This design comes from an exercise in tuning for small area and a short achievable clock period on the open sky130 flow, not from production work. Only simulation tests tie the RTL to the original design; equivalence was not proved. Power and IR drop assume default switching activity.

==> design.v <==
module data_mem_responder #(
    parameter int BITS       = 16,
    parameter int DEPTH_LOG2 = 8,
    parameter int WAIT       = 2
) (
    input  logic            clk,
    input  logic            rst,
    input  logic            req,
    input  logic            we,
    input  logic [15:0]     addr,
    input  logic [BITS-1:0] wdata,
    output logic [BITS-1:0] rdata,
    output logic            ack,
    output logic            busy,
    output logic            err
);
    localparam int          DEPTH   = 1 << DEPTH_LOG2;
    localparam logic [3:0]  WAIT_LD = 4'(WAIT);
    typedef enum logic [1:0] {
        S_IDLE,
        S_WAITING,
        S_RESP
    } state_t;
    state_t                r_state;
    state_t                w_next;
    logic [3:0]            r_cnt;
    logic                  r_we;
    logic [DEPTH_LOG2-1:0] r_idx;
    logic [BITS-1:0]       r_wdata;
    logic [BITS-1:0]       r_rdata;
    logic [BITS-1:0]       r_mem [DEPTH];
    logic                  w_accept;
    logic                  w_access;
    logic                  w_fault;
    logic                  r_misalign;
    assign w_fault = r_misalign;
    assign w_accept = (r_state == S_IDLE) && req;
    assign w_access = (r_state == S_WAITING) && (r_cnt == 4'd0);
    always_ff @(posedge clk) begin
        if (rst) begin
            r_state <= S_IDLE;
        end else begin
            r_state <= w_next;
        end
    end
    always_comb begin
        w_next = r_state;
        ack    = 1'b0;
        busy   = 1'b0;
        err    = 1'b0;
        case (r_state)
            S_IDLE: begin
                if (req) begin
                    w_next = S_WAITING;
                end
            end
            S_WAITING: begin
                busy = 1'b1;
                if (r_cnt == 4'd0) begin
                    w_next = S_RESP;
                end
            end
            S_RESP: begin
                ack    = 1'b1;
                err    = w_fault;
                w_next = S_IDLE;
            end
            default: w_next = S_IDLE;
        endcase
    end
    always_ff @(posedge clk) begin
        if (rst) begin
            r_cnt   <= '0;
            r_rdata <= '0;
        end else begin
            if (w_accept) begin
                r_cnt      <= WAIT_LD;
                r_we       <= we;
                r_idx      <= addr[DEPTH_LOG2:1];
                r_wdata    <= wdata;
                r_misalign <= addr[0];
            end else if ((r_state == S_WAITING) && (r_cnt != 4'd0)) begin
                r_cnt <= r_cnt - 4'd1;
            end
            if (w_access && !r_we && !w_fault) begin
                r_rdata <= r_mem[r_idx];
            end
        end
    end
    always_ff @(posedge clk) begin
        if (!rst && w_access && r_we && !w_fault) begin
            r_mem[r_idx] <= r_wdata;
        end
    end
    assign rdata = r_rdata;
endmodule
==> run.sh <==
#!/bin/bash
# synth_recipe.tcl (not shown) runs the flow's synth.tcl, then flattens the netlist and writes it again
# the make line also repeats each setting of config.mk as NAME=value (left out here)
make -C /OpenROAD-flow-scripts/flow DESIGN_CONFIG=/design/flow/config.mk WORK_HOME=/design/flow/orfs CLKGATE_MAP_FILE= SYNTH_SCRIPT=/design/flow/synth_recipe.tcl finish
==> config.mk <==
export PLATFORM = sky130hd
export DESIGN_NAME = data_mem_responder
export DESIGN_NICKNAME = data_mem_responder
export VERILOG_FILES = /design/flow/design.v
export SDC_FILE = /design/flow/constraint.sdc
export NUM_CORES = 4
export LEC_CHECK = 0
export CAP_MARGIN = 20
export CORE_MARGIN = 2
export CORE_UTILIZATION = 35
export SLEW_MARGIN = 20
export SYNTH_MEMORY_MAX_BITS = 8192
==> constraint.sdc <==
create_clock -name core_clock -period 4.5 [get_ports {clk}]
set_input_delay 0.9000 -clock core_clock [delete_from_list [all_inputs] [get_ports {clk}]]
set_output_delay 0.9000 -clock core_clock [all_outputs]
set_load 0.01 [all_outputs]
==> impl_metrics.tcl <==
set metrics [dict create \
    status "timing/DRC/antenna clean" \
    cts.path.max_buffers 4 \
    dp_cells 13500 \
    hold_class "primary input to flop" \
    fin_nets 7955 \
    grtUsageTotal_pct 18.7 \
    routed_wl_um 442000 \
    p_leak_nw 58.5 \
    std_cell_rows 247 \
    fin_crit_ns 3.95 \
    critPathCaptureType "flop" \
    syn-instance-count 7167 \
    overflow 0 \
    synthAdderAreaFrac_pct 0.00785 \
    gp_congestion 0.866 \
    crit_fanout 42 \
    post_cts_resized 0 \
    numCtsBuffers 401 \
    setup_viol 0 \
    syn_nets 7204 \
    met3_usage_pct 3.69 \
    grt_pass1_vias 78400 \
    vdd_drop_max_mv 0.300 \
    grt_pass1_wl_um 615000 \
    cts_hold_buf 0 \
    initial_core_util_pct 35.2 \
    yosys.area_share.simple_pct 2.04 \
    swShare_pct 21.3 \
    p_switching_w 0.0169 \
    die_width_um 679 \
    rsz0062_at_grt "false" \
    cp_slowest_cell "nor2b_2" \
    synthFlopType "edfxtp_1" \
    period_share_pct 87.8 \
    use_met1_pct 26.5 \
    synth_xor_area_share_pct 0.0165 \
    clkPwrFrac_pct 42.0 \
    fin_worst_skew_ns 0.0567 \
    ys_seq_area_share_pct 77.9 \
    worstPathArrival_ns 4.79 \
    finalHoldViolCount 0 \
    synth_compound_area_share_pct 2.04 \
    clock_sinks 4144 \
    startpoint_type "flop" \
    synthesis.area_mm2 0.159 \
    crit_family "compound AO/OA/AOI/OAI gates" \
    ioPinCount 55 \
    maxCapViolCount 0 \
    ant_nets 0 \
    synthArstFlopShare_pct 0 \
    synth.distinct_cells 74 \
    dp_hpwl_um 273000 \
    clock.fmax_mhz 253 \
    slew_violations 0 \
    grt-busiest-layer "met2" \
    layout_commonest_cell "edfxtp_1" \
    drc_errors 0 \
    synth_top_family_by_area "multiplexers" \
    cts_setup_buffers 0 \
    p_total_w 0.0792 \
    p_seq_share_pct 53.6 \
    slowest_delay_ns 0.96 \
    worst_slew_pin_slew_ns 1.20 \
    numPortBuffers 47 \
    use_met2_pct 28.8 \
    syn_avg_cell_area_um2 22.3 \
    vias 79500 \
    tritoncts "done" \
    clock-root-buffer "clkbuf_16" \
    crit_type "flop to flop" \
    via_per_inst 5.58 \
    worstSkewPairLatency_ns 0.99 \
    pwr-share-comb_pct 4.4 \
    p_per_area_mw_per_mm2 424 \
    fp.dieH_um 679 \
    worstPathRequired_ns 5.34 \
    first_pass_iters 6 \
    detail_route.iter0.violations 10800 \
    ys.warnings.count 1 \
    synthMuxAreaShare_pct 16.5 \
    drive_above_1_share_pct 30.1 \
    layout_common_cells "4,122 x edfxtp_1, 985 x mux4_2, 486 x buf_4" \
    grt_max_degree 201 \
    syn_to_final_growth_pct 17.1 \
    antenna_found_initial 23 \
    wire_per_inst_um 31.0 \
    htreeDepth 5 \
    synth_enable_flop_cells 4122 \
    worstPathCellList "buf_12, buf_12, nor2b_2, buf_4, a21oi_1, o221ai_1, nand4_1, o21a_1, a221oi_1, buf_4, a311oi_1" \
    path_buf_inv 4 \
    relSlewSlack_pct 20.1 \
    fin_cells 14200 \
    clk_pin_slew_ns 0.06 \
    setup_tns_ns 0 \
    ys_ff_latch 4144 \
    internal_power_w 0.0624 \
    die_area_mm2 0.461 \
    core_mm2 0.453 \
]
state kept, by name (all words and copies together), names as in the netlist:
name        flops
r_wdata        16
r_misalign      1
r_cnt           4
r_we            1
r_state         2
r_rdata        16
r_mem        4096
r_idx           8
logic make-up after synthesis:
kind of cell	after synthesis
adders and majority gates	1
DFF	4144
buffers and inverters	422
AOI/OAI and AO/OA	466
muxes	1395
xor gates and xnor gates	3
and+or+nand+nor	736
cell usage after synthesis (4+ instances only):
library cell | count | area [um2]
nor4_1 | 9 | 56.3
o211ai_1 | 11 | 82.6
and3_1 | 11 | 68.8
a31oi_1 | 29 | 181
mux2_2 | 82 | 923
nand2b_1 | 8 | 50.1
mux4_2 | 985 | 22200
buf_2 | 137 | 686
nand4_1 | 26 | 163
a22oi_1 | 115 | 863
nand4b_1 | 4 | 35.0
o22a_1 | 9 | 78.8
mux2i_1 | 328 | 3280
a221oi_1 | 21 | 184
a32oi_1 | 14 | 123
nand3_1 | 84 | 420
nor3_1 | 25 | 125
nand3b_1 | 4 | 30.0
edfxtp_1 | 4122 | 124000
nand2_1 | 187 | 702
o221ai_1 | 10 | 87.6
clkbuf_1 | 122 | 458
o22ai_1 | 86 | 538
nor2b_1 | 12 | 75.1
o21ai_0 | 44 | 220
o32ai_1 | 4 | 35.0
and2_1 | 6 | 37.5
o2111ai_1 | 6 | 52.6
nor2_1 | 334 | 1250
and4b_1 | 4 | 40.0
a311oi_1 | 5 | 43.8
buf_6 | 16 | 180
dfxtp_1 | 22 | 440
a21oi_1 | 55 | 275
a32o_1 | 4 | 40.0
buf_1 | 28 | 105
a22o_1 | 6 | 52.6
buf_4 | 110 | 826
inv_1 | 5 | 18.8
a211oi_1 | 19 | 143
a2111oi_0 | 5 | 43.8
nor4b_1 | 4 | 35.0
power by group through the flow:
| stage | combinational, W | clock, W | sequential (W) |
|---|---|---|---|
| after floorplan | 0.00171 | 0 | 0.0436 |
| after global placement | 0.00341 | 0 | 0.0432 |
| after detailed placement | 0.00348 | 0 | 0.0432 |
| after CTS | 0.00348 | 0.0338 | 0.0424 |
| after global routing | 0.00363 | 0.0352 | 0.0424 |
| final | 0.00348 | 0.0333 | 0.0424 |
layout make-up:
| type | count | area, um2 |
|---|---|---|
| Sequential cell | 4144 | 124000 |
| Inverter | 6 | 35.0 |
| Clock buffer | 494 | 10600 |
| Multi-Input combinational cell | 2601 | 33300 |
| Timing Repair Buffer | 764 | 8750 |
| Clock inverter | 247 | 2360 |
| Antenna cell | 12 | 30.0 |
| Tap cell | 5976 | 7480 |
| Fill cell | 39100 | 266000 |
path summary, 6_finish.rpt:
kind,endpoint,depth (start not counted),slack [ns],from
setup / recovery,r_rdata[1]$_SDFFE_PP0P_,11,0.55,r_idx[3]$_DFFE_PP_
hold / removal,r_wdata[0]$_DFFE_PP_,1,0.47,wdata[0]
setup reg to reg,r_rdata[1]$_SDFFE_PP0P_,11,0.55,r_idx[3]$_DFFE_PP_
hold reg to reg,r_rdata[11]$_SDFFE_PP0P_,2,0.60,r_rdata[11]$_SDFFE_PP0P_
per-stage QoR:
| stage | utilization, % | hold WS [ns] | worst slack [ns] | cell area [um2] |
|---|---|---|---|---|
| after floorplan | - | 0.513 | 0.454 | 159000 |
| after global placement | 38.3 | 0.559 | 0.585 | 174000 |
| after detailed placement | 38.3 | 0.573 | 0.583 | 174000 |
| after CTS | 41.2 | 0.408 | 0.645 | 187000 |
| after global routing | 41.2 | 0.431 | 0.430 | 187000 |
| final | 41.2 | 0.470 | 0.550 | 187000 |
routing by layer:
layer  share of wire [%]  up-vias
met4                 4.1        8
met3                 9.1      760
met5              0.0095        -
li1                    -    31900
met2                  46     3911
met1                  41    43000

## afterwards: timing with drivers on the ports
The results above use ideal ports. As a check the final layout listed here was re-extracted and re-timed, cells and wires unchanged. Step 1 sets driving cells, clkbuf_16 on the clock port and buf_2 on the other inputs (assumed; they add their load-dependent delay and slew). Step 2 adds t to the input delays and takes it off the output delays; t is the mean of the earliest and latest rising clock arrival at the registers after step 1. Input paths then give back, and output paths get back, about the clock's delay inside the block. Three values: ideal ports, drivers, drivers and shift; two values: the first two.
t, ns: 1.077
setup slack, ns: 0.550 / 0.550 / 0.514
hold slack, ns: 0.470 / 0.384 / 0.596
clock arrival spread, ns: 0.062 / 0.062
slew at the worst register clock pin (ns): 0.07 / 0.07
After both steps setup and hold are still met in this run. For this run, drivers alone change the setup slack by 0.000 ns; drivers and shift together by -0.036 ns.
